Source: an optimization exercise on an open RTL-to-GDS flow (aim: small area). Production flows keep margins and buffers that such runs may drop. RTL that was checked went through simulation tests only; none was proved equivalent to the original. No activity file was given, so power comes from the tool's default toggle rates. The clock port is modelled as an ideal driver; clocking choices that lean on that would not hold on a real chip.

## mpb_core
module mpb_core (
	input  logic  i_clk,
	input  logic  i_rst,
	input  logic  i_rd_0,
	input  logic  i_wr_0,
	input  mpb_pkg::addr_t i_addr_0,
	input  mpb_pkg::data_t i_wdat_0,
	input  logic  i_rd_1,
	input  logic  i_wr_1,
	input  mpb_pkg::addr_t i_addr_1,
	input  mpb_pkg::data_t i_wdat_1,
	output logic  o_busy_0,
	output logic  o_busy_1,
	output logic  o_rrdy_0,
	output logic  o_rrdy_1,
	output mpb_pkg::data_t o_rdat
);
	logic  bus_we;
	mpb_pkg::addr_t bus_addr;
	mpb_pkg::data_t bus_wdat;
	mpb_arbiter u0_mpb_arbiter (
		.i_clk		(i_clk),
		.i_rst		(i_rst),
		.i_rd_0		(i_rd_0),	 
		.i_wr_0		(i_wr_0),
		.i_addr_0	(i_addr_0),
		.i_wdat_0	(i_wdat_0),
		.o_busy_0	(o_busy_0),
		.o_rrdy_0	(o_rrdy_0),
		.i_rd_1		(i_rd_1),	 
		.i_wr_1		(i_wr_1),
		.i_addr_1	(i_addr_1),
		.i_wdat_1	(i_wdat_1),
		.o_busy_1	(o_busy_1),
		.o_rrdy_1	(o_rrdy_1),
		.o_bus_we	(bus_we),	 
		.o_bus_addr	(bus_addr),
		.o_bus_wdat	(bus_wdat)
	);  
	sfr_bank u0_sfr_bank (
		.i_clk		(i_clk),
		.i_rst		(i_rst),
		.i_we		(bus_we),
		.i_addr		(bus_addr),
		.i_wdat		(bus_wdat),
		.o_rdat		(o_rdat)	 
	);  
endmodule
For scale: about 3000 cells after synthesis, ~1100 flip-flops, about 48 I/O pins, roughly 34000 µm² of cells after synthesis.
clock: 5.0 ns
lec_check: 0
cap_margin: 20
core_margin: 2
core_utilization: 40
cts_buf_list: sky130_fd_sc_hd__clkbuf_8 sky130_fd_sc_hd__clkbuf_16
cts_cluster_diameter: 80
cts_cluster_size: 24
slew_margin: 20
synth_hierarchical: 1
run.sh (not shown) runs the stock make flow with config.mk's settings and CLKGATE_MAP_FILE= SYNTH_SCRIPT=/design/flow/synth_recipe.tcl, a recipe that flattens the netlist after the stock synthesis.
The baseline went through all stages and came out clean.
==> next run, changes <==
==> flow/flow/run.sh (new file) <==
#!/bin/bash
# Standard synthesis and layout (standard.sh), with a leaner clock tree
# (larger sink clusters, no dummy loads), small port buffers, and
# downsizing of non-critical gates after global routing.
set -euo pipefail
CTS="-sink_clustering_enable -sink_clustering_size 26 -sink_clustering_max_diameter 70 -repair_clock_nets -dont_use_dummy_load -buf_list {sky130_fd_sc_hd__clkbuf_16}"
bash standard.sh finish \
	"CTS_ARGS=$CTS" \
	"BUFFER_PORTS_ARGS=-buffer_cell sky130_fd_sc_hd__buf_1" \
	"RECOVER_POWER=100" \
	> make_flow.log 2>&1
==> flow/standard.sh (new file) <==
#!/bin/bash
# synth_recipe.tcl (not shown) runs the flow's synth.tcl, then flattens the netlist and writes it again
# the make line also repeats each setting of config.mk as NAME=value (left out here)
make -C /OpenROAD-flow-scripts/flow DESIGN_CONFIG=/design/flow/config.mk WORK_HOME=/design/flow/orfs CLKGATE_MAP_FILE= SYNTH_SCRIPT=/design/flow/synth_recipe.tcl "${@:-finish}"
- CORE_UTILIZATION: 40 -> 70
- CTS_BUF_LIST: sky130_fd_sc_hd__clkbuf_8 sky130_fd_sc_hd__clkbuf_16 -> unset
- CTS_CLUSTER_DIAMETER: 80 -> unset
- CTS_CLUSTER_SIZE: 24 -> unset
removed: flow/run.sh
With this change the flow completed, yet does not pass: max-capacitance violations, max-slew violations.
Register-to-register slack degrades by 300 ps.
Global-route usage rose by 20 points.
Total power fell by a few percent.
Hold slack hardly moves.
Synthesized area is unchanged.
Clock skew fell by 26 ps.
Setup slack degrades by 300 ps.
==> next run, changes <==
==> flow/flow/run.sh (replaced) <==
#!/bin/bash
# Standard synthesis and layout (standard.sh), with a leaner clock tree
# (larger sink clusters, no dummy loads) and small port buffers.
set -euo pipefail
CTS="-sink_clustering_enable -sink_clustering_size 26 -sink_clustering_max_diameter 70 -repair_clock_nets -dont_use_dummy_load -buf_list {sky130_fd_sc_hd__clkbuf_16}"
bash standard.sh finish \
	"CTS_ARGS=$CTS" \
	"BUFFER_PORTS_ARGS=-buffer_cell sky130_fd_sc_hd__buf_1" \
	> make_flow.log 2>&1
The changed run completed with no timing, DRC or antenna violations.
Via count grows slightly.
Setup slack is better by 520 ps.
Final cell count hardly moves.
Synthesized cell count does not change.
Sequential cell count is unchanged.
Synthesized area stays the same.
Cell area is about the same.
Wire length hardly moves.
Register-to-register slack gets better by 520 ps.
==> next run, changes <==
==> flow/flow/run.sh (replaced) <==
#!/bin/bash
# Standard synthesis and layout (standard.sh), with a leaner clock tree
# (larger sink clusters, no dummy loads) and small port buffers.
set -euo pipefail
CTS="-sink_clustering_enable -sink_clustering_size 24 -sink_clustering_max_diameter 80 -repair_clock_nets -dont_use_dummy_load -buf_list {sky130_fd_sc_hd__clkbuf_8 sky130_fd_sc_hd__clkbuf_16}"
bash standard.sh finish \
	"CTS_ARGS=$CTS" \
	"BUFFER_PORTS_ARGS=-buffer_cell sky130_fd_sc_hd__buf_1" \
	> make_flow.log 2>&1
- CORE_UTILIZATION: 70 -> 40
After rerunning:
- The new run completed without violations
- sequential power hardly moves
- die area went up by well over a third
- first-iteration DRC count went down by a quarter to a third
- setup slack loses 180 ps
- synthesized area stays the same
- hold slack loses 6.7 ps
- cell area increases by a few percent
- synthesized cell count is unchanged
==> next run, changes <==
==> flow/flow/run.sh (replaced) <==
#!/bin/bash
# Standard synthesis and layout (standard.sh), with a leaner clock tree
# (larger sink clusters, no dummy loads) and small port buffers.
set -euo pipefail
CTS="-sink_clustering_enable -sink_clustering_size 30 -sink_clustering_max_diameter 100 -repair_clock_nets -dont_use_dummy_load -buf_list {sky130_fd_sc_hd__clkbuf_16}"
bash standard.sh finish \
	"CTS_ARGS=$CTS" \
	"BUFFER_PORTS_ARGS=-buffer_cell sky130_fd_sc_hd__buf_1" \
	> make_flow.log 2>&1
- CORE_UTILIZATION: 40 -> 70
Result:
- fmax rose by about 3.5%
- routed wire length came out lower by 4.2%
- core utilization rose by 31 points
- final area is lower by 2.6%

========
Setup of the reference run:
Another version of the RTL of mpb_core (not shown whole).
Size in the first run: roughly 48 I/O pins, about 0.037 sq mm of cells after synthesis.
export LEC_CHECK = 0
export CAP_MARGIN = 20
export CORE_MARGIN = 2
export CORE_UTILIZATION = 40
export SLEW_MARGIN = 20
export SYNTH_HIERARCHICAL = 1
create_clock -name core_clock -period 5.0 [get_ports {i_clk}]
Stock flow here: none of the scripts above is used.
#### Input delta (the trial run over the reference run)
==> flow/flow/run.sh (new file) <==
#!/bin/bash
# Standard synthesis and layout (standard.sh), with a leaner clock tree
# (small clock buffers, no dummy loads) and small port buffers.
set -euo pipefail
CTS="-sink_clustering_enable -repair_clock_nets -dont_use_dummy_load -buf_list {sky130_fd_sc_hd__clkbuf_4 sky130_fd_sc_hd__clkbuf_8}"
bash standard.sh finish \
	"CTS_ARGS=$CTS" \
	"BUFFER_PORTS_ARGS=-buffer_cell sky130_fd_sc_hd__buf_1" \
	> make_flow.log 2>&1
==> flow/standard.sh (new file) <==
#!/bin/bash
# synth_recipe.tcl (not shown) runs the flow's synth.tcl, then flattens the netlist and writes it again
# the make line also repeats each setting of config.mk as NAME=value (left out here)
make -C /OpenROAD-flow-scripts/flow DESIGN_CONFIG=/design/flow/config.mk WORK_HOME=/design/flow/orfs CLKGATE_MAP_FILE= SYNTH_SCRIPT=/design/flow/synth_recipe.tcl "${@:-finish}"
removed: flow/run.sh
## What came out
The trial run: done, clean on timing, DRC and antenna. Fmax: the trial run higher than the reference run. The reference run reports its path type of the worst min-delay path as flip-flop to flip-flop while the trial run reports primary input to flip-flop. Summary of the trial run over the reference run: total number of sequential cells now sits at about the same level; number of global-route vias before repair went down by about 4.7%; setup slack now larger; worst hold-check slack down 0.097 ns. The trial run vs. the reference run: global routing usage on met2 went down by 1.8 points.
No run of this note included a check of the RTL's function; only the layout flow was run.

========
Setup of lane 4:
Another version of the RTL of mpb_core (not shown whole).
Size in the first run: about 3000 cells after synthesis, ~48 I/O pins.
==> flow/design.v (excerpt) <==
module mpb_core (
	input  logic  i_clk,
	input  logic  i_rst,
	input  logic  i_rd_0,
	input  logic  i_wr_0,
	input  mpb_pkg::addr_t i_addr_0,
	input  mpb_pkg::data_t i_wdat_0,
	input  logic  i_rd_1,
	input  logic  i_wr_1,
	input  mpb_pkg::addr_t i_addr_1,
	input  mpb_pkg::data_t i_wdat_1,
	output logic  o_busy_0,
	output logic  o_busy_1,
	output logic  o_rrdy_0,
	output logic  o_rrdy_1,
	output mpb_pkg::data_t o_rdat
);
	logic  bus_we;
	mpb_pkg::addr_t bus_addr;
	mpb_pkg::data_t bus_wdat;
	mpb_arbiter u0_mpb_arbiter (
		.i_clk		(i_clk),
		.i_rst		(i_rst),
		.i_rd_0		(i_rd_0),	 
		.i_wr_0		(i_wr_0),
		.i_addr_0	(i_addr_0),
		.i_wdat_0	(i_wdat_0),
		.o_busy_0	(o_busy_0),
		.o_rrdy_0	(o_rrdy_0),
		.i_rd_1		(i_rd_1),	 
		.i_wr_1		(i_wr_1),
		.i_addr_1	(i_addr_1),
		.i_wdat_1	(i_wdat_1),
		.o_busy_1	(o_busy_1),
		.o_rrdy_1	(o_rrdy_1),
		.o_bus_we	(bus_we),	 
		.o_bus_addr	(bus_addr),
		.o_bus_wdat	(bus_wdat)
	);  
	sfr_bank u0_sfr_bank (
		.i_clk		(i_clk),
		.i_rst		(i_rst),
		.i_we		(bus_we),
		.i_addr		(bus_addr),
		.i_wdat		(bus_wdat),
		.o_rdat		(o_rdat)	 
  ...
export LEC_CHECK = 0
export CAP_MARGIN = 20
export CORE_MARGIN = 2
export CORE_UTILIZATION = 40
export SLEW_MARGIN = 20
export SYNTH_HIERARCHICAL = 1
create_clock -name core_clock -period 5.0 [get_ports {i_clk}]
standard.sh (not shown) runs the stock make flow with config.mk's settings and CLKGATE_MAP_FILE= SYNTH_SCRIPT=/design/flow/synth_recipe.tcl, a recipe that flattens the netlist after the stock synthesis.
==> flow/flow/run.sh <==
#!/bin/bash
# Standard synthesis and layout (standard.sh), with a leaner clock tree
# (larger sink clusters, no dummy loads) and small port buffers.
set -euo pipefail
CTS="-sink_clustering_enable -sink_clustering_size 30 -sink_clustering_max_diameter 100 -repair_clock_nets -dont_use_dummy_load -buf_list {sky130_fd_sc_hd__clkbuf_16}"
bash standard.sh finish \
	"CTS_ARGS=$CTS" \
	"BUFFER_PORTS_ARGS=-buffer_cell sky130_fd_sc_hd__buf_1" \
	> make_flow.log 2>&1
Modified inputs, lane 2 compared to lane 4
-- flow/flow/run.sh --
<<< lane 4, line 4
set -euo pipefail
CTS="-sink_clustering_enable -sink_clustering_size 30 -sink_clustering_max_diameter 100 -repair_clock_nets -dont_use_dummy_load -buf_list {sky130_fd_sc_hd__clkbuf_16}"
bash standard.sh finish \
>>> lane 2, line 4
set -euo pipefail
CTS="-sink_clustering_enable -sink_clustering_size 24 -sink_clustering_max_diameter 80 -repair_clock_nets -dont_use_dummy_load -buf_list {sky130_fd_sc_hd__clkbuf_8 sky130_fd_sc_hd__clkbuf_16}"
bash standard.sh finish \
--- outcome ---
Lane 2 was carried through to the last stage, and its layout satisfied the timing, DRC and antenna checks. Between lane 2 and lane 4, area growth from synthesis to layout is higher for lane 2, lane 4 comes in under that. Of lane 2 and lane 4, the run reporting the lower highest clock frequency the design can meet was lane 2. | count of buffers inserted at the top-level ports | lane 2 vs lane 4 | ≈ equal |.
No functional check of the RTL was part of any run of this note.

## port drivers added, routing unchanged
The results above use ideal ports. As a check the final layouts listed here were re-extracted and re-timed, cells and wires unchanged.
Step 1 sets driving cells, clkbuf_16 on the clock port and buf_2 on the other inputs (assumed; they add their load-dependent delay and slew).
Step 2 moves the port delays by t, midway between the first and last clock arrival at a register: inputs arrive t later, outputs are due t later. That takes back most of the time a late clock gives input paths.
Slacks: no drivers / after step 1 / after step 2; pairs: no drivers / after step 1.
| run | t (ns) | setup slack, ns | latest minus earliest clock arrival (ns) | worst slew at a driven data input, ns | cell pins on the clock port's net |
|---|---|---|---|---|---|
| the first run of note 1 | 0.704 | 0.871 / 0.871 / 0.665 | 0.068 / 0.067 | 0.04 | 1 |
| the second run of note 1 | 0.682 | 0.566 / 0.566 / -0.018 | 0.039 / 0.040 | 0.04 | 1 |
| the third run of note 1 | 0.684 | 1.082 / 1.082 / 1.082 | 0.042 / 0.042 | 0.04 | 1 |
| the fourth run of note 1 | 0.676 | 0.901 / 0.901 / 0.901 | 0.089 / 0.089 | 0.04 | 1 |
| the fifth run of note 1 | 0.663 | 1.040 / 1.040 / 1.040 | 0.069 / 0.068 | 0.04 | 1 |
| the reference run | 0.744 | 0.846 / 0.846 / 0.846 | 0.045 / 0.045 | 0.04 | 1 |
| the trial run | 0.873 | 1.159 / 1.159 / 1.159 | 0.124 / 0.123 | 0.04 | 1 |
| lane 4 | 0.675 | 1.021 / 1.021 / 1.021 | 0.088 / 0.088 | 0.05 | 1 |
| lane 2 | 0.676 | 0.958 / 0.958 / 0.958 | 0.066 / 0.066 | 0.04 | 1 |
For the second run of note 1, which loses most, drivers alone change the setup slack by 0.000 ns; drivers and shift together by -0.584 ns.
